Context: an optimization exercise on an open-source flow, tuned for small area and a short achievable clock period. The choices shown serve that exercise and are no tape-out recipe. RTL that was checked went through simulation tests only; none was proved equivalent to the original. Function not checked in runs 1 to 3, 5 and 6: the RTL went through the layout flow alone. Power figures rest on the tool's default switching activity, not on a simulated workload.

### design.v
module mem_responder_top (
    input  logic       clk,
    input  logic       rst,
    input  logic       req,
    input  logic       we,
    input  logic [7:0] addr,
    input  logic [7:0] wdata,
    output logic [7:0] rdata,
    output logic       ack,
    output logic       err,
    output logic       busy
);
    mem_responder #(.DW(8), .AW(8), .DEPTH(200), .WAIT(2)) u_resp (
        .clk(clk), .rst(rst), .req(req), .we(we), .addr(addr), .wdata(wdata),
        .rdata(rdata), .ack(ack), .err(err), .busy(busy));
endmodule

module mem_responder #(
    parameter int DW    = 8,
    parameter int AW    = 8,
    parameter int DEPTH = 256,
    parameter int WAIT  = 2
) (
    input  logic          clk,
    input  logic          rst,
    input  logic          req,
    input  logic          we,
    input  logic [AW-1:0] addr,
    input  logic [DW-1:0] wdata,
    output logic [DW-1:0] rdata,
    output logic          ack,
    output logic          err,
    output logic          busy
);
    localparam int NR = 66;      
    localparam int NG = 5;       
    logic       busy_q, ack_q, err_q;
    logic [1:0] st_q;            
    logic          wr_q, inr_q;
    logic [2:0]    tp_q;         
    logic          w1_q;         
    logic [15:0]   lo_q;
    logic [NG-1:0] gr_q;
    logic [2:0]    xr_q;
    logic [DW-1:0] wdata_q;
    logic [DW-1:0] rdata_q;
    logic [2:0] ph_q;            
    logic       ph2_q;
    logic       wp1_q, pre_q;
    logic [DW-1:0] s0 [NR];      
    logic [DW-1:0] s1 [NR];
    logic [DW-1:0] s2 [NR];
    logic [DW-1:0] t0;           
    logic [DW-1:0] t1;
    logic [DW-1:0] grp_q [NG];
    logic          a_hi, a_inr;
    logic [1:0]    a_word;
    logic [2:0]    a_tp;
    logic [15:0]   a_lo;
    logic [NG-1:0] a_gr;
    logic [2:0]    a_xr;
    assign a_hi  = (addr[7:6] == 2'b11);
    assign a_inr = !a_hi || (addr[5:3] == 3'd0);
    always_comb begin
        a_lo = '0;
        a_lo[addr[3:0]] = 1'b1;
        a_gr = '0;
        if (!a_hi) a_gr[addr[5:4]] = 1'b1;
        a_gr[4] = a_hi && (addr[5:3] == 3'd0);
        a_xr[0] = (addr[2:0] <= 3'd2);
        a_xr[1] = (addr[2:0] >= 3'd3) && (addr[2:0] <= 3'd5);
        a_xr[2] = (addr[2:0] >= 3'd6);
        if (!a_hi) a_word = addr[7:6];
        else case (addr[2:0])
            3'd0, 3'd3, 3'd6: a_word = 2'd0;
            3'd1, 3'd4, 3'd7: a_word = 2'd1;
            default:          a_word = 2'd2;
        endcase
        case (a_word)
            2'd0:    a_tp = 3'b100;
            2'd1:    a_tp = 3'b010;
            default: a_tp = 3'b001;
        endcase
    end
    logic          stage2, accessing, commit, at_tap, at_next, win, preset;
    logic [15:0]   lo_sel;
    logic [2:0]    xr_sel;
    logic [NR:0]   rsel;
    logic [DW-1:0] rd, setd;
    for (genvar r = 0; r < 64; r++) begin : g_sel
        assign rsel[r] = gr_q[r / 16] && lo_q[r % 16];
    end
    assign rsel[64] = gr_q[4] && xr_q[0];
    assign rsel[65] = gr_q[4] && xr_q[1];
    assign rsel[66] = gr_q[4] && xr_q[2];
    assign stage2    = busy_q && !ack_q && (st_q == 2'd2);
    assign accessing = busy_q && !ack_q && (st_q == 2'd3);
    assign commit    = accessing && !rst && wr_q;
    assign at_tap    = gr_q[4] && xr_q[2] ? (w1_q ^ ph2_q) : |(tp_q & ph_q);
    assign at_next   = gr_q[4] && xr_q[2] ? !(w1_q ^ ph2_q) : |({tp_q[1:0], tp_q[2]} & ph_q);
    assign win       = ((stage2 || accessing) && !rst) || wp1_q;
    assign preset    = wr_q && at_tap && win;
    assign lo_sel = busy_q ? lo_q : a_lo;
    assign xr_sel = busy_q ? xr_q : a_xr;
    logic [DW-1:0] grp_d [NG];
    always_comb begin
        for (int g = 0; g < 4; g++) begin
            grp_d[g] = '0;
            for (int i = 0; i < 16; i++)
                if (lo_sel[i]) grp_d[g] = grp_d[g] | s2[16 * g + i];
        end
        grp_d[4] = '0;
        for (int i = 0; i < 2; i++)
            if (xr_sel[i]) grp_d[4] = grp_d[4] | s2[64 + i];
        if (xr_sel[2]) grp_d[4] = grp_d[4] | t1;
    end
    always_comb begin
        rd = '0;
        for (int g = 0; g < NG; g++)
            if (gr_q[g]) rd = rd | grp_q[g];
    end
    assign setd = (accessing && rst) ? rd : wdata_q;
    always_ff @(posedge clk) begin
        ph_q  <= {ph_q[1], ph_q[0], !(ph_q[1] || ph_q[0])};
        ph2_q <= !ph2_q;
        wp1_q <= commit;
        pre_q <= preset;
        for (int g = 0; g < NG; g++) grp_q[g] <= grp_d[g];
    end
    always_ff @(posedge clk) begin
        if (rst) begin
            busy_q <= 1'b0;
            ack_q  <= 1'b0;
            err_q  <= 1'b0;
            st_q   <= 2'd0;
        end else if (!busy_q) begin
            if (req) begin
                busy_q <= 1'b1;
                st_q   <= 2'd1;
            end
        end else if (!ack_q) begin
            if (st_q == 2'd3) begin
                ack_q <= 1'b1;
                err_q <= !inr_q;
                st_q  <= 2'd0;
            end else begin
                st_q <= st_q + 2'd1;
            end
        end else if (!req) begin
            busy_q <= 1'b0;
            ack_q  <= 1'b0;
            err_q  <= 1'b0;
        end
    end
    always_ff @(posedge clk) begin
        if (!busy_q) begin
            wr_q    <= we && a_inr;
            inr_q   <= a_inr;
            tp_q    <= a_tp;
            w1_q    <= a_word[0];
            lo_q    <= a_lo;
            gr_q    <= a_gr;
            xr_q    <= a_xr;
            wdata_q <= wdata;
        end
    end
    always_ff @(posedge clk) begin
        if (!ack_q && at_next) rdata_q <= rd;
    end
    for (genvar r = 0; r < NR; r++) begin : g_ring
        always_ff @(posedge clk) begin
            s0[r] <= ~(s2[r] | {DW{preset && rsel[r]}});
            s1[r] <= ~(s0[r] | ({DW{pre_q && rsel[r]}} & ~setd));
            s2[r] <= s1[r];
        end
    end
    always_ff @(posedge clk) begin
        t0 <= ~(t1 | {DW{preset && rsel[NR]}});
        t1 <= ~(t0 | ({DW{pre_q && rsel[NR]}} & ~setd));
    end
    assign rdata = rdata_q;
    assign ack   = ack_q;
    assign err   = err_q;
    assign busy  = busy_q;
endmodule
### run.sh
#!/bin/bash
# synth_recipe.tcl (not shown) runs the flow's synth.tcl, then flattens the netlist and writes it again
# the make line also repeats each setting of config.mk as NAME=value (left out here)
make -C /OpenROAD-flow-scripts/flow DESIGN_CONFIG=/design/flow/config.mk WORK_HOME=/design/flow/orfs CLKGATE_MAP_FILE= SYNTH_SCRIPT=/design/flow/synth_recipe.tcl finish
### config.mk
export PLATFORM = sky130hd
export DESIGN_NAME = mem_responder_top
export DESIGN_NICKNAME = mem_responder_top
export VERILOG_FILES = /design/flow/design.v
export SDC_FILE = /design/flow/constraint.sdc
export NUM_CORES = 4
export LEC_CHECK = 0
export CAP_MARGIN = 20
export CORE_MARGIN = 2
export CORE_UTILIZATION = 40
export SLEW_MARGIN = 20
### constraint.sdc
create_clock -name core_clock -period 4.5 [get_ports {clk}]
set_input_delay 0.9000 -clock core_clock [delete_from_list [all_inputs] [get_ports {clk}]]
set_output_delay 0.9000 -clock core_clock [all_outputs]
set_load 0.01 [all_outputs]
==> metrics.md, run 1 <==
| Metric | Value |
|---|---|
| Ys flop type | dfxtp_1 |
| # Post-CTS Setup Buffers | 0 |
| Synthesis-to-finish area growth | 15.6% |
| Top Family by Delay on Critical Path | buffers and inverters |
| Filler Cell Count | 10500 |
| Clock-pin slew on the worst setup and hold paths | 0.07 ns |
| CP Capture Type | flip-flop |
| Clk_skew | 0.0350 ns |
| I/O pins | 31 |
| Worst Path Max Fanout | 17 |
| Worst r2r src | u_resp.gr_q[0]$_SDFFCE_PN0N_ |
| Final setup vio count | 0 |
| Largest net degree at the start of global routing | 68 |
| Die height | 347 µm |
| Hold Crit Start | u_resp.s1[13][5]$_DFF_P_ |
| Fin Hold WS | 0.296 ns |
| CTS-repair resized insts | 0 |
| CP required | 5.13 ns |
| Core area | 117000 µm² |
| Yosys warnings | 6 |
| Mapped cell area | 47100 µm² |
| Clock Latency Late Sink | 0.77 ns |
| Post-synth ARST share | 0% |
| Syn Area/Cell | 11.6 µm² |
| Synth unique cells | 66 |
| Slowest cell delay on critical path | 0.60 ns |
| TritonCTS clock tree | done |
| Vias in the first global route | 30300 |
| Min Tclk post-route | 3.40 ns |
| R2R setup slack | 1.40 ns |
| Worst path cell trace | clkdlybuf4s50_1, inv_1, ha_1, ha_1, buf_4, nor2b_1, a32o_2, buf_4, a222oi_1, a21boi_1, nand4_1 |
| Mapped Nets | 4096 |
| Hold/Removal Path Class | reg -> reg |
| Min-Delay Path Depth | 0 |
| Peak VDD IR | 330 µV |
| Crit path buffers/inverters | 4 |
| Final Max Tran Viols | 0 |
| Max Clock Freq | 294 MHz |
| First-pass GRT wire length | 213 mm |
| DR pass1 iterations | 6 |
| Max transition margin | 14.4% |
| Vias | 31900 |
| H-tree depth | 4 |
| Routed wire per std cell | 26.0 µm |
| Routability cong. | 0.960 |
| Sum Neg Setup Slack | 0 ns |
| Post-DRT Antenna Nets | 0 |
| Initial antenna violation count | 2 |
| Hold Buf Count CTS | 0 |
| Placed insts | 5376 |
| Layout cells sized above 1 | 9.84% |
| Total GRT Usage | 24.1% |
| Row count | 125 |
| DR iter-0 viols | 3974 |
| Vias per Instance | 5.62 |
| Worst r2r dst | u_resp.s1[27][1]$_DFF_P_ |
| Worst r2r path cells | 6 |
| RSZ-0062 raised after global routing | false |
| Endpoints failing hold | 0 |
| Maximum clock insertion buffer count | 3 |
| Total Die Area | 120000 µm² |
| Period utilization | 75.5% |
| Routed wire length | 148 mm |
| IO buf count | 30 |
| Nets | 4039 |
| Slew @ Worst Pin | 1.28 ns |
| Max-cap violation count | 0 |
| Outcome | finished clean |
| Worst Hold Endpoint | u_resp.s2[13][5]$_DFF_P_ |
| Register area share after synthesis | 72.7% |
| PwrDens | 556 nW/µm² |
| CP max stage cell | clkdlybuf4s50_1 |
| Clock root cell | clkbuf_16 |
| P_leak | 23.3 nW |
| Crit path kind | in -> reg |
| EDFF count, synth | 27 |
| Starting density of the core | 40.4% |
| CTS Buf Count | 158 |
| Post-synthesis register bit count | 1697 |
| Die Span X | 347 µm |
| DRC | 0 |
| Fin util | 46.7% |
| Final HPWL DP | 97.2 mm |
| Synth Instances | 4069 |
| Non-Filler Instances | 5670 |
| Sink Count | 1697 |
| Critical path startpoint category | input port |
| GRT overflow | 0 |
| Critical Path AT | 4.02 ns |
[kinds of logic (layout without fill, tap and decap cells)]
kind of cell             Yosys count  count (layout)  share of synthesized area (%)
adder cells (fa/ha/maj)            7               7                          0.186
AO/OA/AOI/OAI                   1091            1091                           15.1
other                              0               1                              0
AND/OR/NAND/NOR                  900             900                           8.51
multiplexers                      12              12                          0.260
buffers and inverters            361             437                           3.23
XOR/XNOR                           1               1                         0.0186
flip-flops                      1697            1697                           72.7
[Yosys cell counts (all sizes together) (10+ instances only)]
cell / n / area (µm²)
nor2: 561 / 2110
and3: 140 / 876
o21ai: 15 / 75.1
inv: 17 / 63.8
nand4: 27 / 169
a21boi: 14 / 105
a41o: 16 / 160
a31oi: 12 / 75.1
o211ai: 16 / 120
nand3: 28 / 140
mux2i: 10 / 100
a21oi: 603 / 3020
a222oi: 55 / 551
buf: 173 / 813
a22oi: 136 / 1020
nand2: 104 / 400
a22o: 95 / 833
clkbuf: 171 / 643
edfxtp: 27 / 811
a221oi: 72 / 631
dfxtp: 1670 / 33400
[where the power goes]
| part | internal (mW) | switching (mW) | total, mW |
|---|---|---|---|
| Clock | 8.01 | 5.79 | 13.8 |
| Sequential | 15.1 | 0.0804 | 15.2 |
| Combinational | 0.455 | 0.831 | 1.29 |
| Total | 23.6 | 6.70 | 30.3 |
[sequential cells by signal, indices dropped and copies added (netlist names), 5 cells and up]
signal,flops
u_resp.s2,528
u_resp.lo_q,16
u_resp.wdata_q,8
u_resp.rdata_q,8
u_resp.t1,8
u_resp.grp_q,40
u_resp.s1,528
u_resp.s0,528
u_resp.gr_q,5
u_resp.t0,8
[worst register-to-register path: cells and delay by family, from the launching register on]
family	cells	cell delay [ns]
buffers and inverters	2	0.77
flip-flops	1	0.46
AO/OA/AOI/OAI	2	1.15
AND/OR/NAND/NOR	1	0.32
multiplexers	1	0.27
[layout make-up]
type	instances	area, µm²	area share, %
diodes	1	2.50	0.00460
clock buffers	218	4530	8.32
clock inverters	75	987	1.81
inverters	17	63.8	0.117
multi-input cells	2011	11500	21.1
flip-flops and latches	1697	34300	62.9
well taps	1524	1910	3.50
repair buffers	127	1180	2.17
[metrics by stage]
step,power [mW],cell area [µm²],setup slack (ns)
final,30.3,54400,1.10
after global routing,31.1,54400,0.911
after CTS,30.4,54400,1.17
after detailed placement,16.8,48900,0.390
after global placement,16.8,48900,0.494
after floorplan,16.2,47100,1.27
[routing by layer]
layer / wire [µm] / GRT usage (%) / vias up / part of all wire, %
met4: 6600 / 10.6 / 0 / 4.5
li1: - / - / 14100 / -
met1: 66000 / 34.5 / 15800 / 45
met3: 14200 / 5.58 / 384 / 9.7
met2: 60800 / 34.5 / 1677 / 41
met5: 0 / 0 / - / 0
[cell usage in the layout (no fill, tap or decap), types with 27 or more instances in the layout]
master and count:
nor2_1 558, a22oi_1 136, clkinv_2 33, clkdlybuf4s50_1 30
a221oi_1 72, a222oi_1 55, a21oi_1 602, nand3_1 28
edfxtp_1 27, nand4_1 27, clkbuf_1 27, and3_1 140
dfxtp_1 1660, clkbuf_8 31, nand2_1 102, buf_4 85
a22o_1 93, clkbuf_16 160
[worst max path at each step]
stage,startpoint,to,cells past startpoint
3_3_place_gp,addr[1],u_resp.grp_q[0][6]$_DFF_P_,11
2_1_floorplan,addr[1],u_resp.grp_q[1][5]$_DFF_P_,11
4_1_cts,addr[1],u_resp.grp_q[0][6]$_DFF_P_,10
6_report,addr[1],u_resp.grp_q[2][2]$_DFF_P_,11
3_5_place_dp,addr[1],u_resp.grp_q[0][6]$_DFF_P_,10
5_1_grt,addr[1],u_resp.grp_q[2][2]$_DFF_P_,11
==> run 2: changes to the inputs <==
--- a/config.mk
+++ b/config.mk
@@ -5,7 +5,10 @@
 export SDC_FILE = /design/flow/constraint.sdc
 export NUM_CORES = 4
 export LEC_CHECK = 0
+export ABC_CLOCK_PERIOD_IN_PS = 2200
 export CAP_MARGIN = 20
 export CORE_MARGIN = 2
-export CORE_UTILIZATION = 40
+export CORE_UTILIZATION = 50
+export SETUP_SLACK_MARGIN = 2.3
 export SLEW_MARGIN = 20
+export TNS_END_PERCENT = 0
==> metrics.md, run 2 <==
| Metric | Value |
|---|---|
| Outcome | finished clean (unchanged) |
| Total GRT Usage | 31.0% (was 24.1%) |
| Post-synth ARST share | 0% (unchanged) |
| Post-synth top area share | 71.0% (unchanged) |
| Largest net degree at the start of global routing | 49 (was 68) |
| Mapped cell area | 47100 µm² (unchanged) |
| Largest family of logic cells by synthesized area | compound AO/OA/AOI/OAI gates (unchanged) |
| Total Die Area | 96700 µm² (was 120000 µm²) |
| Worst slack, placed | 0.313 ns (was 0.390 ns) |
| Clock Latency Late Sink | 0.78 ns (was 0.77 ns) |
| Peak VDD IR | 400 µV (was 330 µV) |
| PwrDens | 549 nW/µm² (was 556 nW/µm²) |
| Vias | 32700 (was 31900) |
| Crit path kind | reg -> reg (was in -> reg) |
| GRT overflow | 0 (unchanged) |
| CP Capture Type | flip-flop (unchanged) |
| Mapped Nets | 4096 (unchanged) |
| Worst path cell trace | buf_12, a222oi_1, nand2_1, buf_4, mux2i_4, buf_8, clkbuf_16, a21oi_1 (was clkdlybuf4s50_1, inv_1, ha_1, ha_1, buf_4, nor2b_1, a32o_2, buf_4, a222oi_1, a21boi_1, nand4_1) |
| Crit path buffers/inverters | 4 (unchanged) |
| Maximum clock insertion buffer count | 3 (unchanged) |
| Hold Crit Start | u_resp.s1[2][3]$_DFF_P_ (was u_resp.s1[13][5]$_DFF_P_) |
| Core area | 93300 µm² (was 117000 µm²) |
| Routability cong. | 0.967 (was 0.960) |
| IO buf count | 30 (unchanged) |
| Final HPWL DP | 97.0 mm (was 97.2 mm) |
| Starting density of the core | 50.5% (was 40.4%) |
| Sink Count | 1697 (unchanged) |
| Setup WS post-layout | 1.65 ns (was 1.10 ns) |
| Max transition margin | 14.1% (was 14.4%) |
| I/O pins | 31 (unchanged) |
| Clock-pin slew on the worst setup and hold paths | 0.06 ns (was 0.07 ns) |
| EDFF count, synth | 27 (unchanged) |
| Min Tclk post-route | 2.85 ns (was 3.40 ns) |
| Hold/Removal Path Class | reg -> reg (unchanged) |
| Nets | 4107 (was 4039) |
| Post-synthesis mux area share | 0.260% (unchanged) |
| Syn Area/Cell | 11.6 µm² (unchanged) |
| Synth Area in XOR/XNOR | 0.0186% (unchanged) |
| Worst Path Max Fanout | 8 (was 17) |
| Routed wire per std cell | 28.5 µm (was 26.0 µm) |
| Most frequent cells in the layout | dfxtp_1 (1658), a21oi_1 (601), nor2_1 (557) (was dfxtp_1 (1660), a21oi_1 (602), nor2_1 (558)) |
| Final setup vio count | 0 (unchanged) |
| Hold Buf Count CTS | 0 (unchanged) |
| Min-Delay Path Depth | 0 (unchanged) |
| H-tree depth | 4 (unchanged) |
| CTS Buf Count | 159 (was 158) |
| Top cells by count, synth | dfxtp_1 (1670), a21oi_1 (603), nor2_1 (560) (unchanged) |
| Endpoints failing hold | 0 (unchanged) |
| Post-synthesis register bit count | 1697 (unchanged) |
| Register area share after synthesis | 72.7% (unchanged) |
| Sum Neg Setup Slack | 0 ns (unchanged) |
| Commonest non-fill, non-tap cell in the layout | dfxtp_1 (unchanged) |
| DRC | 0 (unchanged) |
| Top cells by area, synth | dfxtp_1 (71%), a21oi_1 (6.4%), nor2_1 (4.5%) (unchanged) |
| Clock root cell | clkbuf_16 (unchanged) |
| Final Max Tran Viols | 0 (unchanged) |
| RSZ-0062 raised after global routing | true (was false) |
| Period utilization | 63.3% (was 75.5%) |
| Clk_skew | 0.0305 ns (was 0.0350 ns) |
| Worst r2r path cells | 8 (was 6) |
| DR iter-0 viols | 4956 (was 3974) |
| Yosys warnings | 6 (unchanged) |
| Top flop regs | u_resp.s0 x528, u_resp.s1 x528, u_resp.s2 x528 (unchanged) |
| Initial antenna violation count | 5 (was 2) |
| Synth unique cells | 66 (unchanged) |
| Vias in the first global route | 30300 (about the same) |
| Post-synthesis simple-gate area fraction | 8.51% (unchanged) |
| Die Span X | 311 µm (was 347 µm) |
| CP max stage cell | a222oi_1 (was clkdlybuf4s50_1) |
| Synthesis-to-finish area growth | 17.2% (was 15.6%) |
| Max-cap violation count | 0 (unchanged) |
| Slowest cell delay on critical path | 0.88 ns (was 0.60 ns) |
| R2R setup slack | 1.65 ns (was 1.40 ns) |
| Critical path startpoint category | flip-flop (was input port) |
| CP required | 5.14 ns (was 5.13 ns) |
| First-pass GRT wire length | 218 mm (was 213 mm) |
| Critical Path AT | 3.49 ns (was 4.02 ns) |
| Worst r2r src | u_resp.gr_q[0]$_SDFFCE_PN0N_ (unchanged) |
| Synth Area in Adders | 0.186% (unchanged) |
| DR pass1 iterations | 13 (was 6) |
| Synth area leader | dfxtp_1 (unchanged) |
| Worst r2r dst | u_resp.s1[53][2]$_DFF_P_ (was u_resp.s1[27][1]$_DFF_P_) |
| Count leader, synth | dfxtp_1 (unchanged) |
| Max Clock Freq | 351 MHz (was 294 MHz) |
| Die height | 311 µm (was 347 µm) |
| Row count | 112 (was 125) |
| Ys flop type | dfxtp_1 (unchanged) |
| Layout cells sized above 1 | 11.7% (was 9.84%) |
| P_leak | 23.8 nW (was 23.3 nW) |
| Post-DRT Antenna Nets | 0 (unchanged) |
| Routed wire length | 156 mm (was 148 mm) |
| Worst Hold Endpoint | u_resp.s2[2][3]$_DFF_P_ (was u_resp.s2[13][5]$_DFF_P_) |
| Top Family by Delay on Critical Path | compound AO/OA/AOI/OAI gates (was buffers and inverters) |
| Synth Instances | 4069 (unchanged) |
| Slew @ Worst Pin | 1.29 ns (was 1.28 ns) |
| TritonCTS clock tree | done (unchanged) |
| Vias per Instance | 5.98 (was 5.62) |
| Compound-Gate Fraction of Synth Area | 15.1% (unchanged) |
==> run 2: worst max path at each step <==
stage                                       from                         end  slack [ns]  depth (start not counted)
finish              u_resp.gr_q[0]$_SDFFCE_PN0N_    u_resp.s1[53][2]$_DFF_P_        1.65                          8
global route        u_resp.gr_q[0]$_SDFFCE_PN0N_    u_resp.s1[36][2]$_DFF_P_        1.78                          8
CTS                 u_resp.gr_q[0]$_SDFFCE_PN0N_    u_resp.s1[37][0]$_DFF_P_        1.86                          9
detailed placement                       addr[1]  u_resp.grp_q[2][3]$_DFF_P_        0.31                         11
global placement                         addr[1]  u_resp.grp_q[2][1]$_DFF_P_        0.36                         11
floorplan                                addr[1]  u_resp.grp_q[2][5]$_DFF_P_        1.67                         11
==> run 2: timing repair <==
| item | in CTS | in global routing |
|---|---|---|
| cloned | 10 | 8 |
| resized for setup | 52 | 18 |
| setup endpoints to repair | 1149 | 1137 |
| buffers inserted | 53 | 2 |
| pin swaps | 19 | 5 |
==> run 2: final cells by class <==
type / count / area, µm²
inverters: 17 / 71.3
repair buffers: 193 / 2220
well taps: 1254 / 1570
diodes: 4 / 10.0
clock inverters: 55 / 731
fillers: 7655 / 38200
clock buffers: 235 / 4640
flip-flops and latches: 1697 / 34300
multi-input cells: 2012 / 11700
==> run 2: worst reg2reg max path, stage by stage (launching register included) <==
cell and delay, ns:
edfxtp_1 0.51, buf_12 0.19, a222oi_1 0.88, nand2_1 0.18, buf_4 0.22, mux2i_4 0.22
buf_8 0.21, clkbuf_16 0.24, a21oi_1 0.09
==> run 2: logic make-up after synthesis <==
kind of cell | after synthesis
AOI/OAI and AO/OA | 1091
xor gates and xnor gates | 1
adders and majority gates | 7
buffers and inverters | 361
DFF | 1697
muxes | 12
and+or+nand+nor | 900
==> run 2: report_power, final <==
| part | switching (mW) | total [mW] | internal [mW] | leakage, nW |
|---|---|---|---|---|
| logic | 0.913 | 1.50 | 0.592 | 7.02 |
| clock network | 5.82 | 13.6 | 7.75 | 2.63 |
| registers | 0.106 | 15.2 | 15.1 | 14.2 |
| total | 6.84 | 30.3 | 23.5 | 23.8 |
==> run 2: through the flow <==
stage | cells | total power, mW | cell area [µm²] | util [%] | hold WS [ns]
final | 5467 | 30.3 | 55200 | 59.1 | 0.314
after global routing | 5463 | 31.1 | 55200 | 59.1 | 0.315
after CTS | 5453 | 30.3 | 54900 | 58.9 | 0.314
after detailed placement | 5100 | 16.8 | 48700 | 52.1 | 0.312
after global placement | 5100 | 16.8 | 48700 | 52.1 | 0.309
after floorplan | 4069 | 16.2 | 47300 | - | 0.310
==> run 2: layer usage <==
layer / GRT usage, % / part of all wire, % / vias to the layer above
met3: 8.57 / 11 / 572
met5: 0 / 0.022 / -
met4: 15.1 / 5.8 / 6
met2: 44.2 / 41 / 1988
li1: - / - / 14200
met1: 43.2 / 43 / 15900
==> run 3: changes to the inputs <==
==> flow/run.sh (new file) <==
#!/bin/bash
# Standard ORFS layout (the standard.sh), with the port buffers made of buf_4 cells
# instead of whatever buffer_ports picks by default (it has been picking delay cells).
set -euo pipefail
bash standard.sh finish 'BUFFER_PORTS_ARGS=-buffer_cell sky130_fd_sc_hd__buf_4' > make_finish.log 2>&1
==> standard.sh (new file) <==
#!/bin/bash
# synth_recipe.tcl (not shown) runs the flow's synth.tcl, then flattens the netlist and writes it again
# the make line also repeats each setting of config.mk as NAME=value (left out here)
make -C /OpenROAD-flow-scripts/flow DESIGN_CONFIG=/design/flow/config.mk WORK_HOME=/design/flow/orfs CLKGATE_MAP_FILE= SYNTH_SCRIPT=/design/flow/synth_recipe.tcl "${@:-finish}"
--- a/config.mk
+++ b/config.mk
@@ -9,6 +9,9 @@
 export CAP_MARGIN = 20
 export CORE_MARGIN = 2
 export CORE_UTILIZATION = 50
+export CTS_BUF_LIST = sky130_fd_sc_hd__clkbuf_8
+export CTS_CLUSTER_DIAMETER = 50
+export CTS_CLUSTER_SIZE = 10
 export SETUP_SLACK_MARGIN = 2.3
 export SLEW_MARGIN = 20
 export TNS_END_PERCENT = 0
removed: run.sh
==> metrics.md, run 3 <==
| Metric | Value |
|---|---|
| CP max stage cell | a222oi_1 (unchanged) |
| Most frequent cells in the layout | dfxtp_1 (1659), a21oi_1 (601), nor2_1 (557) (was dfxtp_1 (1658), a21oi_1 (601), nor2_1 (557)) |
| CTS Buf Count | 194 (was 159) |
| Sink Count | 1697 (unchanged) |
| Crit path kind | reg -> reg (unchanged) |
| Crit path buffers/inverters | 4 (unchanged) |
| First-pass GRT wire length | 214 mm (was 218 mm) |
| Routability cong. | 0.951 (was 0.967) |
| P_leak | 22.5 nW (was 23.8 nW) |
| Clk_skew | 0.0528 ns (was 0.0305 ns) |
| GRT overflow | 0 (unchanged) |
| Hold/Removal Path Class | in -> reg (was reg -> reg) |
| Placed insts | 5083 (was 5100) |
| Worst r2r dst | u_resp.s1[8][0]$_DFF_P_ (was u_resp.s1[53][2]$_DFF_P_) |
| Yosys warnings | 6 (unchanged) |
| Routed wire length | 150 mm (was 156 mm) |
| TritonCTS clock tree | done (unchanged) |
| Min Tclk post-route | 2.76 ns (was 2.85 ns) |
| Clock-pin slew on the worst setup and hold paths | 0.07 ns (was 0.06 ns) |
| Clock root cell | clkbuf_8 (was clkbuf_16) |
| Post-synthesis register bit count | 1697 (unchanged) |
| Final Max Tran Viols | 0 (unchanged) |
| Commonest non-fill, non-tap cell in the layout | dfxtp_1 (unchanged) |
| Syn Area/Cell | 11.6 µm² (unchanged) |
| Largest net degree at the start of global routing | 68 (was 49) |
| Die height | 311 µm (unchanged) |
| Core area | 93300 µm² (unchanged) |
| Final setup vio count | 0 (unchanged) |
| Mapped Nets | 4096 (unchanged) |
| Hold Buf Count CTS | 0 (unchanged) |
| Post-synth ARST share | 0% (unchanged) |
| Endpoints failing hold | 0 (unchanged) |
| Nets | 4102 (was 4107) |
| I/O pins | 31 (unchanged) |
| H-tree depth | 4 (unchanged) |
| Worst Hold Endpoint | u_resp.wdata_q[3]$_DFFE_PN_ (was u_resp.s2[2][3]$_DFF_P_) |
| Maximum clock insertion buffer count | 3 (unchanged) |
| DR pass1 iterations | 9 (was 13) |
| Non-Filler Instances | 5377 (was 5467) |
| Final HPWL DP | 96.2 mm (was 97.0 mm) |
| Worst Path Max Fanout | 21 (was 8) |
| Sum Neg Setup Slack | 0 ns (unchanged) |
| Worst r2r path cells | 8 (unchanged) |
| Min-Delay Path Depth | 1 (was 0) |
| Total GRT Usage | 30.3% (was 31.0%) |
| Row count | 112 (unchanged) |
| Initial antenna violation count | 1 (was 5) |
| Period utilization | 61.2% (was 63.3%) |
| Routed wire per std cell | 27.9 µm (was 28.5 µm) |
| Mapped cell area | 47100 µm² (unchanged) |
| Critical path startpoint category | flip-flop (unchanged) |
| Post-synth top area share | 71.0% (unchanged) |
| Top flop regs | u_resp.s0 x528, u_resp.s1 x528, u_resp.s2 x528 (unchanged) |
| Max-cap violation count | 0 (unchanged) |
| EDFF count, synth | 27 (unchanged) |
| Max Clock Freq | 363 MHz (was 351 MHz) |
| Total Die Area | 96700 µm² (unchanged) |
| Ys flop type | dfxtp_1 (unchanged) |
| Slowest cell delay on critical path | 0.74 ns (was 0.88 ns) |
| Vias in the first global route | 30200 (was 30300) |
| Die Span X | 311 µm (unchanged) |
| Fin Hold WS | 0.196 ns (was 0.314 ns) |
| PwrDens | 496 nW/µm² (was 549 nW/µm²) |
| R2R setup slack | 1.74 ns (was 1.65 ns) |
| Max transition margin | 16.4% (was 14.1%) |
| Slew @ Worst Pin | 1.25 ns (was 1.29 ns) |
| Register area share after synthesis | 72.7% (unchanged) |
| Hold Crit Start | wdata[3] (was u_resp.s1[2][3]$_DFF_P_) |
| Clock Latency Late Sink | 0.89 ns (was 0.78 ns) |
| Worst r2r src | u_resp.gr_q[0]$_SDFFCE_PN0N_ (unchanged) |
| CP required | 5.23 ns (was 5.14 ns) |
| CP Capture Type | flip-flop (unchanged) |
| Layout cells sized above 1 | 11.3% (was 11.7%) |
| Synth Instances | 4069 (unchanged) |
| DRC | 0 (unchanged) |
| Count leader, synth | dfxtp_1 (unchanged) |
| Post-DRT Antenna Nets | 0 (unchanged) |
| Total power | 25.9 mW (was 30.3 mW) |
| Synthesis-to-finish area growth | 11.0% (was 17.2%) |
| Starting density of the core | 50.5% (unchanged) |
| Critical Path AT | 3.48 ns (was 3.49 ns) |
| IO buf count | 30 (unchanged) |
| Vias per Instance | 6.00 (was 5.98) |
| Synth area leader | dfxtp_1 (unchanged) |
| Peak VDD IR | 391 µV (was 400 µV) |
| DR iter-0 viols | 4620 (was 4956) |
| Top cells by area, synth | dfxtp_1 (71%), a21oi_1 (6.4%), nor2_1 (4.5%) (unchanged) |
| Top Family by Delay on Critical Path | buffers and inverters (was compound AO/OA/AOI/OAI gates) |
| Synth unique cells | 66 (unchanged) |
| Vias | 32200 (was 32700) |
| Outcome | finished clean (unchanged) |
| Top cells by count, synth | dfxtp_1 (1670), a21oi_1 (603), nor2_1 (560) (unchanged) |
| Worst path cell trace | buf_6, a222oi_1, nand2_1, buf_4, mux2i_4, buf_12, buf_16, a21oi_1 (was buf_12, a222oi_1, nand2_1, buf_4, mux2i_4, buf_8, clkbuf_16, a21oi_1) |
| RSZ-0062 raised after global routing | true (unchanged) |
==> run 3: cell counts after synthesis <==
No cell type changed its count.
==> run 3: worst max-delay path by stage <==
stage / from / end / slack [ns] / cells after the start
6_report: u_resp.gr_q[0]$_SDFFCE_PN0N_ / u_resp.s1[8][0]$_DFF_P_ / 1.74 / 8
3_5_place_dp: addr[0] / u_resp.grp_q[3][4]$_DFF_P_ / 0.69 / 10
5_1_grt: u_resp.gr_q[0]$_SDFFCE_PN0N_ / u_resp.s1[21][1]$_DFF_P_ / 1.81 / 8
2_1_floorplan: addr[1] / u_resp.grp_q[2][5]$_DFF_P_ / 1.67 / 11
3_3_place_gp: addr[0] / u_resp.grp_q[2][4]$_DFF_P_ / 0.79 / 10
4_1_cts: u_resp.gr_q[0]$_SDFFCE_PN0N_ / u_resp.s1[3][1]$_DFF_P_ / 1.89 / 8
==> run 3: cells by family (layout without fill, tap and decap cells) <==
kind of cell / after synthesis / after routing / synth area share [%]
DFF: 1697 / 1697 / 72.7
muxes: 12 / 12 / 0.260
other: 0 / 3 / 0
xor gates and xnor gates: 1 / 1 / 0.0186
AOI/OAI and AO/OA: 1091 / 1092 / 15.1
buffers and inverters: 361 / 410 / 3.23
adders and majority gates: 7 / 7 / 0.186
and+or+nand+nor: 900 / 901 / 8.51
==> run 3: cell type report <==
class / count / area [µm²]
antenna: 3 / 7.51
timing repair buffer: 152 / 1540
inverter: 17 / 71.3
multi-input combinational: 2013 / 11700
clock buffer: 203 / 2790
sequential: 1697 / 34300
fill: 8026 / 41100
clock inverter: 38 / 337
tap: 1254 / 1570
==> run 3: metrics by stage <==
stage                     area [µm²]  util [%]  worst slack [ns]
after floorplan                47300         -              1.67
after global placement         48500      52.0             0.794
after detailed placement       48500      52.0             0.685
after CTS                      52100      55.8              1.89
after global routing           52300      56.0              1.81
final                          52300      56.0              1.74
==> run 3: routing by layer <==
layer | wire length (µm) | part of all wire, % | up-vias | GRT usage (%)
li1 | - | - | 14100 | -
met1 | 65400 | 44 | 15800 | 43.3
met2 | 61800 | 41 | 1895 | 43.3
met3 | 15300 | 10 | 481 | 7.49
met4 | 7250 | 4.8 | 0 | 13.7
met5 | 0 | 0 | - | 0
==> run 3: power breakdown <==
part	switching, mW	internal (mW)
Combinational	0.871	0.521
Clock	5.07	4.25
Sequential	0.103	15.1
Total	6.04	19.9
==> run 3: repair_timing <==
action | in CTS | in global routing
gates resized for setup | 24 | 13
setup buffers | 34 | 13
endpoints found under the setup margin | 1149 | 1142
gates cloned | 3 | 0
pin swaps | 15 | 6
==> run 3: worst register-to-register path, stage by stage, from the launching register on <==
cell      delay, ns
edfxtp_1       0.57
buf_6          0.23
a222oi_1       0.74
nand2_1        0.16
buf_4          0.19
mux2i_4        0.17
buf_12         0.21
buf_16         0.22
a21oi_1        0.11
==> run 4: changes to the inputs <==
--- a/design.v
+++ b/design.v
@@ -86,7 +86,7 @@
     logic [15:0]   lo_sel;
     logic [2:0]    xr_sel;
     logic [NR:0]   rsel;
-    logic [DW-1:0] rd, setd;
+    logic [DW-1:0] rd;
     for (genvar r = 0; r < 64; r++) begin : g_sel
         assign rsel[r] = gr_q[r / 16] && lo_q[r % 16];
     end
@@ -119,7 +119,11 @@
         for (int g = 0; g < NG; g++)
             if (gr_q[g]) rd = rd | grp_q[g];
     end
-    assign setd = (accessing && rst) ? rd : wdata_q;
+    logic restore;
+    logic [DW-1:0] setd [NG];
+    assign restore = accessing && rst;
+    always_comb
+        for (int g = 0; g < NG; g++) setd[g] = restore ? grp_q[g] : wdata_q;
     always_ff @(posedge clk) begin
         ph_q  <= {ph_q[1], ph_q[0], !(ph_q[1] || ph_q[0])};
         ph2_q <= !ph2_q;
@@ -170,13 +174,13 @@
     for (genvar r = 0; r < NR; r++) begin : g_ring
         always_ff @(posedge clk) begin
             s0[r] <= ~(s2[r] | {DW{preset && rsel[r]}});
-            s1[r] <= ~(s0[r] | ({DW{pre_q && rsel[r]}} & ~setd));
+            s1[r] <= ~(s0[r] | ({DW{pre_q && rsel[r]}} & ~setd[r < 64 ? r / 16 : 4]));
             s2[r] <= s1[r];
         end
     end
     always_ff @(posedge clk) begin
         t0 <= ~(t1 | {DW{preset && rsel[NR]}});
-        t1 <= ~(t0 | ({DW{pre_q && rsel[NR]}} & ~setd));
+        t1 <= ~(t0 | ({DW{pre_q && rsel[NR]}} & ~setd[4]));
     end
     assign rdata = rdata_q;
     assign ack   = ack_q;
==> metrics.md, run 4 <==
| Metric | Value |
|---|---|
| Post-synth top area share | 71.4% (was 71.0%) |
| Clock Latency Late Sink | 0.89 ns (about the same) |
| DR pass1 iterations | 8 (was 9) |
| Hold/Removal Path Class | in -> reg (unchanged) |
| Vias per Instance | 5.91 (was 6.00) |
| Largest family of logic cells by synthesized area | compound AO/OA/AOI/OAI gates (unchanged) |
| Post-DRT Antenna Nets | 0 (unchanged) |
| Sum Neg Setup Slack | 0 ns (unchanged) |
| Peak VDD IR | 290 µV (was 391 µV) |
| RSZ-0062 raised after global routing | true (unchanged) |
| Final HPWL DP | 92.1 mm (was 96.2 mm) |
| Worst path cell trace | buf_4, inv_2, ha_4, nor4b_1, a31o_4, buf_12, a21oi_1, nand4_1, nand4b_1 (was buf_6, a222oi_1, nand2_1, buf_4, mux2i_4, buf_12, buf_16, a21oi_1) |
| Synthesis-to-finish area growth | 11.3% (was 11.0%) |
| PwrDens | 491 nW/µm² (was 496 nW/µm²) |
| Post-synthesis register bit count | 1697 (unchanged) |
| Crit path buffers/inverters | 3 (was 4) |
| Final setup vio count | 0 (unchanged) |
| Synth Area in Adders | 0.187% (was 0.186%) |
| Crit path kind | in -> reg (was reg -> reg) |
| Filler Cell Count | 7936 (was 8026) |
| I/O pins | 31 (unchanged) |
| DRC | 0 (unchanged) |
| CP required | 5.31 ns (was 5.23 ns) |
| Total GRT Usage | 29.3% (was 30.3%) |
| Register area share after synthesis | 73.1% (was 72.7%) |
| Max Clock Freq | 414 MHz (was 363 MHz) |
| Layout cells sized above 1 | 12.6% (was 11.3%) |
| Count leader, synth | dfxtp_1 (unchanged) |
| Compound-Gate Fraction of Synth Area | 14.0% (was 15.1%) |
| Worst Path Max Fanout | 9 (was 21) |
| Routability cong. | 0.909 (was 0.951) |
| Slowest cell delay on critical path | 0.91 ns (was 0.74 ns) |
| Register area | 34300 µm² (about the same) |
| Outcome | finished clean (unchanged) |
| Initial antenna violation count | 2 (was 1) |
| Post-synth ARST share | 0% (unchanged) |
| Synth Instances | 4054 (was 4069) |
| Endpoints failing hold | 0 (unchanged) |
| Mapped cell area | 46800 µm² (was 47100 µm²) |
| EDFF count, synth | 27 (unchanged) |
| Cell Area, Placed | 48400 µm² (was 48500 µm²) |
| Fin util | 56.0% (about the same) |
| Critical Path AT | 3.23 ns (was 3.48 ns) |
| Final Max Tran Viols | 0 (unchanged) |
| Largest net degree at the start of global routing | 49 (was 68) |
| Clock-pin slew on the worst setup and hold paths | 0.07 ns (about the same) |
| Vias | 31800 (was 32200) |
| Hold Buf Count CTS | 0 (unchanged) |
| Min Tclk post-route | 2.42 ns (was 2.76 ns) |
| Top cells by count, synth | dfxtp_1 (1670), a21oi_1 (593), nor2_1 (559) (was dfxtp_1 (1670), a21oi_1 (603), nor2_1 (560)) |
| Top cells by area, synth | dfxtp_1 (71%), a21oi_1 (6.3%), nor2_1 (4.5%) (was dfxtp_1 (71%), a21oi_1 (6.4%), nor2_1 (4.5%)) |
| Routed wire length | 144 mm (was 150 mm) |
| CP Capture Type | flip-flop (unchanged) |
| Area of the multi-input gates | 11900 µm² (was 11700 µm²) |
| Final instance area | 52100 µm² (was 52300 µm²) |
| Top Family by Delay on Critical Path | simple AND/OR/NAND/NOR gates (was buffers and inverters) |
| H-tree depth | 4 (unchanged) |
| Starting density of the core | 50.3% (was 50.5%) |
| Row count | 112 (unchanged) |
| Most frequent cells in the layout | dfxtp_1 (1658), a21oi_1 (563), nor2_1 (553) (was dfxtp_1 (1659), a21oi_1 (601), nor2_1 (557)) |
| Routed wire per std cell | 26.7 µm (was 27.9 µm) |
| Post-synthesis simple-gate area fraction | 8.97% (was 8.51%) |
| Commonest non-fill, non-tap cell in the layout | dfxtp_1 (unchanged) |
| CTS Buf Count | 193 (was 194) |
| Sink Count | 1697 (unchanged) |
| TritonCTS clock tree | done (unchanged) |
| Synth Area in XOR/XNOR | 0.0187% (was 0.0186%) |
| DR iter-0 viols | 4168 (was 4620) |
| Yosys warnings | 7 (was 6) |
| Synth unique cells | 57 (was 66) |
| Core area | 93000 µm² (was 93300 µm²) |
| P_leak | 22.5 nW (about the same) |
| Top flop regs | u_resp.s0 x528, u_resp.s1 x528, u_resp.s2 x528 (unchanged) |
| Max transition margin | 23.8% (was 16.4%) |
| Placed insts | 5104 (was 5083) |
| Die Span X | 310 µm (was 311 µm) |
| CP max stage cell | nor4b_1 (was a222oi_1) |
| IO buf count | 30 (unchanged) |
| Vias in the first global route | 30000 (was 30200) |
| Max-cap violation count | 0 (unchanged) |
| Nets | 4106 (was 4102) |
| Mapped Nets | 4081 (was 4096) |
| GRT overflow | 0 (unchanged) |
| Critical path startpoint category | input port (was flip-flop) |
| Non-Filler Instances | 5380 (was 5377) |
| Die height | 310 µm (was 311 µm) |
| Period utilization | 53.7% (was 61.2%) |
| Slew @ Worst Pin | 1.13 ns (was 1.25 ns) |
| Synth area leader | dfxtp_1 (unchanged) |
| Post-synthesis mux area share | 0.855% (was 0.260%) |
| Syn Area/Cell | 11.5 µm² (was 11.6 µm²) |
| Total Die Area | 96100 µm² (was 96700 µm²) |
| First-pass GRT wire length | 205 mm (was 214 mm) |
| Ys flop type | dfxtp_1 (unchanged) |
| Clock root cell | clkbuf_8 (unchanged) |
| Maximum clock insertion buffer count | 3 (unchanged) |
| Clk_skew | 0.0578 ns (was 0.0528 ns) |
[run 4: cell types whose count changed in the layout (fill, tap and decap cells not counted), sizes merged, moves of 16 or more]
cell,previous run,this run
nand3,28,61
a41o,16,0
a22o,95,54
nand2,104,88
a221oi,72,99
a22oi,136,98
o22ai,6,38
o21ai,16,35
mux2i,10,40
[run 4: power breakdown]
group	internal, mW	leakage (nW)	switching (mW)
combinational	0.463	6.71	0.856
clock	4.13	1.62	5.00
sequential	15.1	14.2	0.0709
total	19.7	22.5	5.92
[run 4: worst register-to-register path: stages (launching register included)]
cell     delay [ns]
dfxtp_2        0.76
buf_4          0.66
and3_1         0.64
a21oi_1        0.15
[run 4: worst paths after layout]
path                                                from  slack [ns]                           to  depth (start not counted)
worst min-delay path                            wdata[4]        0.21  u_resp.wdata_q[4]$_DFFE_PN_                          1
worst max register to register      u_resp.pre_q$_DFF_P_        2.13     u_resp.s1[10][0]$_DFF_P_                          3
worst max-delay path                             addr[0]        2.08   u_resp.grp_q[3][1]$_DFF_P_                          9
worst min register to register  u_resp.s1[32][0]$_DFF_P_        0.28     u_resp.s2[32][0]$_DFF_P_                          0
[run 4: logic make-up (layout without fill, tap and decap cells)]
group                    count (synthesis)  in the layout
flip-flops                            1697           1697
AO/OA/AOI/OAI                         1040           1042
AND/OR/NAND/NOR                        934            939
buffers and inverters                  335            396
multiplexers                            40             40
adder cells (fa/ha/maj)                  7              7
XOR/XNOR                                 1              1
other                                    0              4
[run 4: cell type report]
type | instances | share of cell area, %
Antenna cell | 4 | 0.0192
Clock buffer | 204 | 5.39
Clock inverter | 34 | 0.444
Inverter | 19 | 0.142
Multi-Input combinational cell | 2029 | 22.9
Sequential cell | 1697 | 65.8
Tap cell | 1254 | 3.01
Timing Repair Buffer | 139 | 2.37
[run 4: what timing repair did]
| action | in CTS | in global routing |
|---|---|---|
| cloned | 4 | 4 |
| setup buffers | 12 | 14 |
| endpoints found under the setup margin | 1118 | 1105 |
| endpoints found under the hold margin | 0 | 0 |
| pin swaps | 4 | 8 |
| gates resized for setup | 32 | 74 |
[run 4: routing by layer]
layer,up-vias,track usage (%),wire [µm]
li1,14100,-,-
met1,15600,41.4,63100
met3,369,6.55,13800
met4,4,11.9,5590
met5,-,0,26
met2,1662,43.4,61100
[run 4: per-stage QoR]
step                      worst slack [ns]  power (mW)  hold WS [ns]
after floorplan                       1.73        16.2         0.310
after global placement               0.700        16.7         0.310
after detailed placement             0.626        16.7         0.312
after CTS                             2.06        25.7         0.138
after global routing                  2.08        26.4         0.165
final                                 2.08        25.6         0.212
==> run 5: changes to the inputs <==
--- a/design.v
+++ b/design.v
@@ -35,7 +35,7 @@
     localparam int NR = 66;      
     localparam int NG = 5;       
     logic       busy_q, ack_q, err_q;
-    logic [1:0] st_q;            
+    logic       idle_q, sw1_q, sw2_q, sw3_q, ak_q;
     logic          wr_q, inr_q;
     logic [2:0]    tp_q;         
     logic          w1_q;         
@@ -46,7 +46,8 @@
     logic [DW-1:0] rdata_q;
     logic [2:0] ph_q;            
     logic       ph2_q;
-    logic       wp1_q, pre_q;
+    logic          wp1_q;
+    logic [NG-1:0] preg_q;       
     logic [DW-1:0] s0 [NR];      
     logic [DW-1:0] s1 [NR];
     logic [DW-1:0] s2 [NR];
@@ -87,21 +88,24 @@
     logic [2:0]    xr_sel;
     logic [NR:0]   rsel;
     logic [DW-1:0] rd;
+    logic [NR:0]   sset;
     for (genvar r = 0; r < 64; r++) begin : g_sel
         assign rsel[r] = gr_q[r / 16] && lo_q[r % 16];
+        assign sset[r] = preg_q[r / 16] && lo_q[r % 16];
     end
-    assign rsel[64] = gr_q[4] && xr_q[0];
-    assign rsel[65] = gr_q[4] && xr_q[1];
-    assign rsel[66] = gr_q[4] && xr_q[2];
-    assign stage2    = busy_q && !ack_q && (st_q == 2'd2);
-    assign accessing = busy_q && !ack_q && (st_q == 2'd3);
+    for (genvar r = 64; r <= NR; r++) begin : g_selx
+        assign rsel[r] = gr_q[4] && xr_q[r - 64];
+        assign sset[r] = preg_q[4] && xr_q[r - 64];
+    end
+    assign stage2    = sw2_q;
+    assign accessing = sw3_q;
     assign commit    = accessing && !rst && wr_q;
     assign at_tap    = gr_q[4] && xr_q[2] ? (w1_q ^ ph2_q) : |(tp_q & ph_q);
     assign at_next   = gr_q[4] && xr_q[2] ? !(w1_q ^ ph2_q) : |({tp_q[1:0], tp_q[2]} & ph_q);
     assign win       = ((stage2 || accessing) && !rst) || wp1_q;
     assign preset    = wr_q && at_tap && win;
-    assign lo_sel = busy_q ? lo_q : a_lo;
-    assign xr_sel = busy_q ? xr_q : a_xr;
+    assign lo_sel = idle_q ? a_lo : lo_q;
+    assign xr_sel = idle_q ? a_xr : xr_q;
     logic [DW-1:0] grp_d [NG];
     always_comb begin
         for (int g = 0; g < 4; g++) begin
@@ -128,36 +132,21 @@
         ph_q  <= {ph_q[1], ph_q[0], !(ph_q[1] || ph_q[0])};
         ph2_q <= !ph2_q;
         wp1_q <= commit;
-        pre_q <= preset;
+        preg_q <= {NG{preset}} & gr_q;
         for (int g = 0; g < NG; g++) grp_q[g] <= grp_d[g];
     end
     always_ff @(posedge clk) begin
-        if (rst) begin
-            busy_q <= 1'b0;
-            ack_q  <= 1'b0;
-            err_q  <= 1'b0;
-            st_q   <= 2'd0;
-        end else if (!busy_q) begin
-            if (req) begin
-                busy_q <= 1'b1;
-                st_q   <= 2'd1;
-            end
-        end else if (!ack_q) begin
-            if (st_q == 2'd3) begin
-                ack_q <= 1'b1;
-                err_q <= !inr_q;
-                st_q  <= 2'd0;
-            end else begin
-                st_q <= st_q + 2'd1;
-            end
-        end else if (!req) begin
-            busy_q <= 1'b0;
-            ack_q  <= 1'b0;
-            err_q  <= 1'b0;
-        end
+        idle_q <= rst || (idle_q && !req) || (ak_q && !req);
+        sw1_q  <= !rst && idle_q && req;
+        sw2_q  <= !rst && sw1_q;
+        sw3_q  <= !rst && sw2_q;
+        ak_q   <= !rst && (sw3_q || (ak_q && req));
+        busy_q <= !rst && ((idle_q && req) || sw1_q || sw2_q || sw3_q || (ak_q && req));
+        ack_q  <= !rst && (sw3_q || (ak_q && req));
+        err_q  <= !rst && !inr_q && (sw3_q || (ak_q && req));
     end
     always_ff @(posedge clk) begin
-        if (!busy_q) begin
+        if (idle_q) begin
             wr_q    <= we && a_inr;
             inr_q   <= a_inr;
             tp_q    <= a_tp;
@@ -169,18 +158,18 @@
         end
     end
     always_ff @(posedge clk) begin
-        if (!ack_q && at_next) rdata_q <= rd;
+        if (!ak_q && at_next) rdata_q <= rd;
     end
     for (genvar r = 0; r < NR; r++) begin : g_ring
         always_ff @(posedge clk) begin
             s0[r] <= ~(s2[r] | {DW{preset && rsel[r]}});
-            s1[r] <= ~(s0[r] | ({DW{pre_q && rsel[r]}} & ~setd[r < 64 ? r / 16 : 4]));
+            s1[r] <= ~(s0[r] | ({DW{sset[r]}} & ~setd[r < 64 ? r / 16 : 4]));
             s2[r] <= s1[r];
         end
     end
     always_ff @(posedge clk) begin
         t0 <= ~(t1 | {DW{preset && rsel[NR]}});
-        t1 <= ~(t0 | ({DW{pre_q && rsel[NR]}} & ~setd[4]));
+        t1 <= ~(t0 | ({DW{sset[NR]}} & ~setd[4]));
     end
     assign rdata = rdata_q;
     assign ack   = ack_q;
==> metrics.md, run 5 <==
| Metric | Value |
|---|---|
| Outcome | finished clean (unchanged) |
| Syn Area/Cell | 11.6 µm² (was 11.5 µm²) |
| Slowest cell delay on critical path | 0.72 ns (was 0.91 ns) |
| Post-synth top area share | 69.1% (was 71.4%) |
| Gr busiest metal | met2 (unchanged) |
| Sink Count | 1703 (was 1697) |
| CP max stage cell | ha_4 (was nor4b_1) |
| Top cells by count, synth | dfxtp_1 (1676), a21oi_1 (1171), clkbuf_1 (232) (was dfxtp_1 (1670), a21oi_1 (593), nor2_1 (559)) |
| RSZ-0062 raised after global routing | true (unchanged) |
| CP Capture Type | flip-flop (unchanged) |
| Final instance area | 53400 µm² (was 52100 µm²) |
| I/O pins | 31 (unchanged) |
| Endpoints failing hold | 0 (unchanged) |
| Total power | 25.9 mW (was 25.6 mW) |
| Ys flop type | dfxtp_1 (unchanged) |
| Layout cells sized above 1 | 11.1% (was 12.6%) |
| GRT overflow | 0 (unchanged) |
| Filler Cell Count | 8325 (was 7936) |
| Final Max Tran Viols | 0 (unchanged) |
| Clock-pin slew on the worst setup and hold paths | 0.07 ns (about the same) |
| Mapped Nets | 4209 (was 4081) |
| Top Family by Delay on Critical Path | simple AND/OR/NAND/NOR gates (unchanged) |
| Worst Path Max Fanout | 46 (was 9) |
| Clock Latency Late Sink | 0.89 ns (about the same) |
| Period utilization | 54.2% (was 53.7%) |
| Starting density of the core | 50.3% (about the same) |
| Core area | 96400 µm² (was 93000 µm²) |
| Critical path startpoint category | input port (unchanged) |
| IO buf count | 30 (unchanged) |
| DR iter-0 viols | 4610 (was 4168) |
| Synth Instances | 4184 (was 4054) |
| GRT met1 Usage | 41.9% (was 41.4%) |
| P_leak | 22.1 nW (was 22.5 nW) |
| Clock root cell | clkbuf_8 (unchanged) |
| Die Span X | 316 µm (was 310 µm) |
| CP required | 5.32 ns (was 5.31 ns) |
| Met2 Use GR | 45.6% (was 43.4%) |
| Final HPWL DP | 87.3 mm (was 92.1 mm) |
| Routed wire length | 158 mm (was 144 mm) |
| Cell Area, Placed | 50000 µm² (was 48400 µm²) |
| Routed wire per std cell | 28.9 µm (was 26.7 µm) |
| Vias in the first global route | 32700 (was 30000) |
| Post-DRT Antenna Nets | 0 (unchanged) |
| Count leader, synth | dfxtp_1 (unchanged) |
| Total Die Area | 99600 µm² (was 96100 µm²) |
| Peak VDD IR | 307 µV (was 290 µV) |
| EDFF count, synth | 27 (unchanged) |
| Max Clock Freq | 410 MHz (was 414 MHz) |
| Synth unique cells | 61 (was 57) |
| Max-cap violation count | 0 (unchanged) |
| Max transition margin | 24.3% (was 23.8%) |
| Final setup vio count | 0 (unchanged) |
| Most frequent cells in the layout | dfxtp_1 (1659), a21oi_1 (1167), clkbuf_8 (195) (was dfxtp_1 (1658), a21oi_1 (563), nor2_1 (553)) |
| Clk_skew | 0.0430 ns (was 0.0578 ns) |
| Crit path buffers/inverters | 2 (was 3) |
| Slew @ Worst Pin | 1.14 ns (was 1.13 ns) |
| Met3 usage | 5.91% (was 6.55%) |
| H-tree depth | 4 (unchanged) |
| Largest net degree at the start of global routing | 130 (was 49) |
| Post-synthesis register bit count | 1703 (was 1697) |
| Commonest non-fill, non-tap cell in the layout | dfxtp_1 (unchanged) |
| Vias | 34600 (was 31800) |
| Register area share after synthesis | 70.8% (was 73.1%) |
| CTS Buf Count | 190 (was 193) |
| Maximum clock insertion buffer count | 3 (unchanged) |
| Total GRT Usage | 30.3% (was 29.3%) |
| Mapped cell area | 48500 µm² (was 46800 µm²) |
| Min Tclk post-route | 2.44 ns (was 2.42 ns) |
| Worst path cell trace | buf_4, ha_4, inv_1, nor2_4, a221oi_1, nand3_1 (was buf_4, inv_2, ha_4, nor4b_1, a31o_4, buf_12, a21oi_1, nand4_1, nand4b_1) |
| PwrDens | 485 nW/µm² (was 491 nW/µm²) |
| Top cells by area, synth | dfxtp_1 (69%), a21oi_1 (12%), a22oi_1 (2.3%) (was dfxtp_1 (71%), a21oi_1 (6.3%), nor2_1 (4.5%)) |
| Synthesis-to-finish area growth | 9.98% (was 11.3%) |
| Vias per Instance | 6.32 (was 5.91) |
| Initial antenna violation count | 4 (was 2) |
| Die height | 316 µm (was 310 µm) |
| Post-synth ARST share | 0% (unchanged) |
| Routability cong. | 0.831 (was 0.909) |
| Yosys warnings | 7 (unchanged) |
| Hold/Removal Path Class | in -> reg (unchanged) |
| DR pass1 iterations | 6 (was 8) |
| Top flop regs | u_resp.s0 x528, u_resp.s1 x528, u_resp.s2 x528 (unchanged) |
| Crit path kind | in -> reg (unchanged) |
| Row count | 114 (was 112) |
| Synth area leader | dfxtp_1 (unchanged) |
| Critical Path AT | 3.26 ns (was 3.23 ns) |
| DRC | 0 (unchanged) |
| TritonCTS clock tree | done (unchanged) |
| Sum Neg Setup Slack | 0 ns (unchanged) |
| First-pass GRT wire length | 221 mm (was 205 mm) |
| Nets | 4186 (was 4106) |
run 5: metrics by stage:
stage          util, %  hold WS, ns  worst slack [ns]  cells
2_1_floorplan        -        0.310              1.89   4184
3_3_place_gp      51.9        0.310             0.859   5216
3_5_place_dp      51.9        0.312             0.772   5216
4_1_cts           55.0        0.152              2.11   5455
5_1_grt           55.4        0.179              2.13   5475
6_report          55.4        0.203              2.06   5478
run 5: cell type report:
type	instances	area, µm²	share of cell area (%)
Tap cell	1276	1600	2.99
Clock inverter	34	223	0.417
Clock buffer	195	2680	5.03
Multi-Input combinational cell	2102	13000	24.3
Timing Repair Buffer	154	1410	2.65
Sequential cell	1703	34400	64.5
Antenna cell	4	10.0	0.0187
Inverter	10	45.0	0.0844
run 5: cell families after synthesis:
logic type / after synthesis / synth area share, %
multiplexers: 33 / 0.711
flip-flops: 1703 / 70.8
AND/OR/NAND/NOR: 355 / 3.98
XOR/XNOR: 1 / 0.0180
adder cells (fa/ha/maj): 5 / 0.129
AO/OA/AOI/OAI: 1702 / 21.2
buffers and inverters: 385 / 3.18
run 5: where the power goes:
group	leakage, nW	switching, mW	internal [mW]	total [mW]
combinational	6.34	0.927	0.538	1.46
clock	1.56	5.07	3.96	9.03
sequential	14.2	0.187	15.2	15.4
run 5: final timing paths:
path	startpoint	endpoint	slack, ns	depth (start not counted)
setup / recovery	addr[0]	u_resp.grp_q[0][1]$_DFF_P_	2.06	6
hold / removal	wdata[3]	u_resp.wdata_q[3]$_DFFE_PP_	0.20	1
setup reg to reg	u_resp.gr_q[4]$_DFFE_PP_	u_resp.rdata_q[1]$_DFFE_PP_	2.11	3
hold reg to reg	u_resp.s1[27][4]$_DFF_P_	u_resp.s2[27][4]$_DFF_P_	0.31	0
run 5: repair_timing:
item | in CTS | in global routing
setup buffers | 9 | 13
setup endpoints to repair | 755 | 581
hold buffers | 0 | 0
resized for setup | 10 | 20
gates cloned | 1 | 5
pin swaps | 2 | 4
run 5: routing by layer:
| layer | wire, µm | vias to the layer above | share of wire [%] |
|---|---|---|---|
| li1 | - | 15000 | - |
| met1 | 66700 | 17200 | 42 |
| met2 | 69100 | 1961 | 44 |
| met3 | 14400 | 460 | 9.1 |
| met4 | 8160 | 2 | 5.2 |
| met5 | 8 | - | 0.0050 |
==> run 6: changes to the inputs <==
--- a/design.v
+++ b/design.v
@@ -46,12 +46,8 @@
     logic [DW-1:0] rdata_q;
     logic [2:0] ph_q;            
     logic       ph2_q;
-    logic          wp1_q;
-    logic [NG-1:0] preg_q;       
-    logic [DW-1:0] s0 [NR];      
-    logic [DW-1:0] s1 [NR];
-    logic [DW-1:0] s2 [NR];
-    logic [DW-1:0] t0;           
+    logic       wp1_q, pre_q;
+    logic [DW-1:0] s2 [NR];      
     logic [DW-1:0] t1;
     logic [DW-1:0] grp_q [NG];
     logic          a_hi, a_inr;
@@ -88,15 +84,12 @@
     logic [2:0]    xr_sel;
     logic [NR:0]   rsel;
     logic [DW-1:0] rd;
-    logic [NR:0]   sset;
     for (genvar r = 0; r < 64; r++) begin : g_sel
         assign rsel[r] = gr_q[r / 16] && lo_q[r % 16];
-        assign sset[r] = preg_q[r / 16] && lo_q[r % 16];
-    end
-    for (genvar r = 64; r <= NR; r++) begin : g_selx
-        assign rsel[r] = gr_q[4] && xr_q[r - 64];
-        assign sset[r] = preg_q[4] && xr_q[r - 64];
-    end
+    end
+    assign rsel[64] = gr_q[4] && xr_q[0];
+    assign rsel[65] = gr_q[4] && xr_q[1];
+    assign rsel[66] = gr_q[4] && xr_q[2];
     assign stage2    = sw2_q;
     assign accessing = sw3_q;
     assign commit    = accessing && !rst && wr_q;
@@ -132,7 +125,7 @@
         ph_q  <= {ph_q[1], ph_q[0], !(ph_q[1] || ph_q[0])};
         ph2_q <= !ph2_q;
         wp1_q <= commit;
-        preg_q <= {NG{preset}} & gr_q;
+        pre_q <= preset;
         for (int g = 0; g < NG; g++) grp_q[g] <= grp_d[g];
     end
     always_ff @(posedge clk) begin
@@ -161,18 +154,47 @@
         if (!ak_q && at_next) rdata_q <= rd;
     end
     for (genvar r = 0; r < NR; r++) begin : g_ring
-        always_ff @(posedge clk) begin
-            s0[r] <= ~(s2[r] | {DW{preset && rsel[r]}});
-            s1[r] <= ~(s0[r] | ({DW{sset[r]}} & ~setd[r < 64 ? r / 16 : 4]));
-            s2[r] <= s1[r];
-        end
-    end
-    always_ff @(posedge clk) begin
-        t0 <= ~(t1 | {DW{preset && rsel[NR]}});
-        t1 <= ~(t0 | ({DW{sset[NR]}} & ~setd[4]));
-    end
+        mem_responder_ring3 #(.DW(DW)) u_ring (
+            .clk(clk), .pre(preset && rsel[r]), .set(pre_q && rsel[r]),
+            .nd(~setd[r < 64 ? r / 16 : 4]), .tap(s2[r]));
+    end
+    mem_responder_ring2 #(.DW(DW)) u_ring2 (
+        .clk(clk), .pre(preset && rsel[NR]), .set(pre_q && rsel[NR]), .nd(~setd[4]), .tap(t1));
     assign rdata = rdata_q;
     assign ack   = ack_q;
     assign err   = err_q;
     assign busy  = busy_q;
 endmodule
+module mem_responder_ring3 #(
+    parameter int DW = 8
+) (
+    input  logic          clk,
+    input  logic          pre,
+    input  logic          set,
+    input  logic [DW-1:0] nd,
+    output logic [DW-1:0] tap
+);
+    logic [DW-1:0] q0, q1, q2;
+    always_ff @(posedge clk) begin
+        q0 <= ~(q2 | {DW{pre}});
+        q1 <= ~(q0 | ({DW{set}} & nd));
+        q2 <= q1;
+    end
+    assign tap = q2;
+endmodule
+module mem_responder_ring2 #(
+    parameter int DW = 8
+) (
+    input  logic          clk,
+    input  logic          pre,
+    input  logic          set,
+    input  logic [DW-1:0] nd,
+    output logic [DW-1:0] tap
+);
+    logic [DW-1:0] q0, q1;
+    always_ff @(posedge clk) begin
+        q0 <= ~(q1 | {DW{pre}});
+        q1 <= ~(q0 | ({DW{set}} & nd));
+    end
+    assign tap = q1;
+endmodule
--- a/config.mk
+++ b/config.mk
@@ -14,4 +14,5 @@
 export CTS_CLUSTER_SIZE = 10
 export SETUP_SLACK_MARGIN = 2.3
 export SLEW_MARGIN = 20
+export SYNTH_HIERARCHICAL = 1
 export TNS_END_PERCENT = 0
==> metrics.md, run 6 <==
| Metric | Value |
|---|---|
| Outcome | finished clean (unchanged) |
| GRT overflow | 0 (unchanged) |
| Critical path startpoint category | input port (unchanged) |
| Clock root cell | clkbuf_8 (unchanged) |
| Sink Count | 1699 (was 1703) |
| Min Tclk post-route | 2.45 ns (was 2.44 ns) |
| Register area share after synthesis | 69.8% (was 70.8%) |
| Final HPWL DP | 98.0 mm (was 87.3 mm) |
| DR pass1 iterations | 8 (was 6) |
| Met2 Use GR | 43.8% (was 45.6%) |
| Routed wire per std cell | 28.0 µm (was 28.9 µm) |
| Met3 usage | 7.32% (was 5.91%) |
| Max Clock Freq | 408 MHz (was 410 MHz) |
| Starting density of the core | 50.6% (was 50.3%) |
| Filler Cell Count | 8399 (was 8325) |
| EDFF count, synth | 27 (unchanged) |
| Largest net degree at the start of global routing | 57 (was 130) |
| Final setup vio count | 0 (unchanged) |
| Peak VDD IR | 314 µV (was 307 µV) |
| Routability cong. | 0.928 (was 0.831) |
| Post-synth top area share | 68.2% (was 69.1%) |
| Post-synth ARST share | 0% (unchanged) |
| Synth area leader | dfxtp_1 (unchanged) |
| Synth unique cells | 61 (unchanged) |
| Commonest non-fill, non-tap cell in the layout | dfxtp_1 (unchanged) |
| CP Capture Type | flip-flop (unchanged) |
| Vias per Instance | 6.05 (was 6.32) |
| Nets | 4168 (was 4186) |
| Slew @ Worst Pin | 1.02 ns (was 1.14 ns) |
| Clock-pin slew on the worst setup and hold paths | 0.07 ns (about the same) |
| Final Max Tran Viols | 0 (unchanged) |
| H-tree depth | 4 (unchanged) |
| Top flop regs | u_resp.g_ring.u_ring.q0 x528, u_resp.g_ring.u_ring.q1 x528, u_resp.g_ring.u_ring.q2 x528 (was u_resp.s0 x528, u_resp.s1 x528, u_resp.s2 x528) |
| I/O pins | 31 (unchanged) |
| Die height | 317 µm (was 316 µm) |
| Core area | 97000 µm² (was 96400 µm²) |
| PwrDens | 483 nW/µm² (was 485 nW/µm²) |
| Mapped Nets | 4129 (was 4209) |
| Clock Latency Late Sink | 0.87 ns (was 0.89 ns) |
| CP required | 5.28 ns (was 5.32 ns) |
| Ys flop type | dfxtp_1 (unchanged) |
| Hold/Removal Path Class | in -> reg (unchanged) |
| Clk_skew | 0.0535 ns (was 0.0430 ns) |
| Mapped cell area | 49100 µm² (was 48500 µm²) |
| Maximum clock insertion buffer count | 3 (unchanged) |
| Crit path kind | in -> reg (unchanged) |
| Sum Neg Setup Slack | 0 ns (unchanged) |
| Total Die Area | 101000 µm² (was 99600 µm²) |
| Yosys warnings | 16 (was 7) |
## run 6: changes by cell type after synthesis, sizes merged, moves of 60 or more
cell,before,now
clkbuf,232,142
and2,104,5
nand4,7,67
a21oi,1171,583
and3,26,141
a22o,64,133
nor2,47,552
## run 6: what timing repair did
| item | 4_1_cts | 5_1_grt |
|---|---|---|
| endpoints found under the hold margin | 0 | 0 |
| gates cloned | 8 | 1 |
| setup buffers | 15 | 19 |
| setup endpoints to repair | 665 | 501 |
| gates resized for setup | 38 | 30 |
| pin swaps | 8 | 9 |
## run 6: stage by stage
step | setup slack [ns] | util (%) | area [µm²]
after global placement | 0.267 | 51.2 | 49700
after detailed placement | 0.407 | 51.2 | 49700
after floorplan | 1.82 | - | 49300
after CTS | 2.14 | 54.7 | 53100
after global routing | 2.08 | 55.1 | 53400
final | 2.05 | 55.1 | 53400
## run 6: critical path, stage by stage
cell,delay (ns)
buf_6,0.20
inv_2,0.11
ha_4,0.19
ha_4,0.30
buf_4,0.16
nor2b_4,0.28
and3_4,0.31
and3_4,0.44
a222oi_1,0.18
nand3_1,0.13
## run 6: area by class of cell
cell class / instances / area, µm² / area share (%)
diodes: 9 / 22.5 / 0.0422
inverters: 14 / 56.3 / 0.105
flip-flops and latches: 1699 / 34300 / 64.2
well taps: 1276 / 1600 / 2.99
repair buffers: 148 / 1260 / 2.36
clock inverters: 34 / 278 / 0.520
multi-input cells: 2086 / 13100 / 24.6
clock buffers: 200 / 2750 / 5.15
## run 6: logic make-up after synthesis
| logic type | share of synthesized area, % |
|---|---|
| adders and majority gates | 0.153 |
| AOI/OAI and AO/OA | 15.7 |
| xor gates and xnor gates | 0.0178 |
| buffers and inverters | 4.66 |
| and+or+nand+nor | 8.29 |
| DFF | 69.8 |
| muxes | 1.37 |
## run 6: final timing paths
check	startpoint	endpoint	cells after the start
hold reg to reg	u_resp.g_ring[21].u_ring.q1[1]$_DFF_P_	u_resp.g_ring[21].u_ring.q2[1]$_DFF_P_	0
hold / removal	wdata[3]	u_resp.wdata_q[3]$_DFFE_PP_	1
setup reg to reg	u_resp.w1_q$_DFFE_PP_	u_resp.g_ring[26].u_ring.q0[0]$_DFF_P_	6
setup / recovery	addr[0]	u_resp.grp_q[3][0]$_DFF_P_	10
## run 6: where the power goes
group	switching [mW]	internal (mW)	total, mW	leakage (nW)
Sequential	0.0834	15.1	15.2	14.2
Clock	4.94	4.21	9.16	1.63
Combinational	0.918	0.492	1.41	7.47
Total	5.94	19.8	25.8	23.3
## run 6: layer usage
layer	vias to the layer above	wire length (µm)
met5	-	15
met4	2	6580
met3	412	15400
met2	1927	64800
met1	16100	66300
li1	14600	-

[port drivers added, routing unchanged]
No port has a modelled driver above. Below, the same layouts with a new extraction and two added sets of constraints. Step 1, drivers: a clkbuf_16 drives clk and a buf_2 each remaining input, both assumed. Step 2 also shifts input and output timing later by t, the mid clock arrival at the registers, as if the neighbouring blocks saw the same clock. Three values: no drivers, after step 1, after step 2; two values: the first two.
run	t (ns)	slack for setup (ns)
run 1	0.825	1.102 / 1.129 / 0.305
run 2	0.839	1.650 / 1.650 / 0.989
run 3	0.934	1.744 / 1.744 / 0.910
run 4	0.923	2.084 / 2.079 / 1.156
run 5	0.933	2.063 / 2.082 / 1.149
run 6	0.910	2.046 / 1.998 / 1.088
After both steps setup and hold are still met in every run listed.
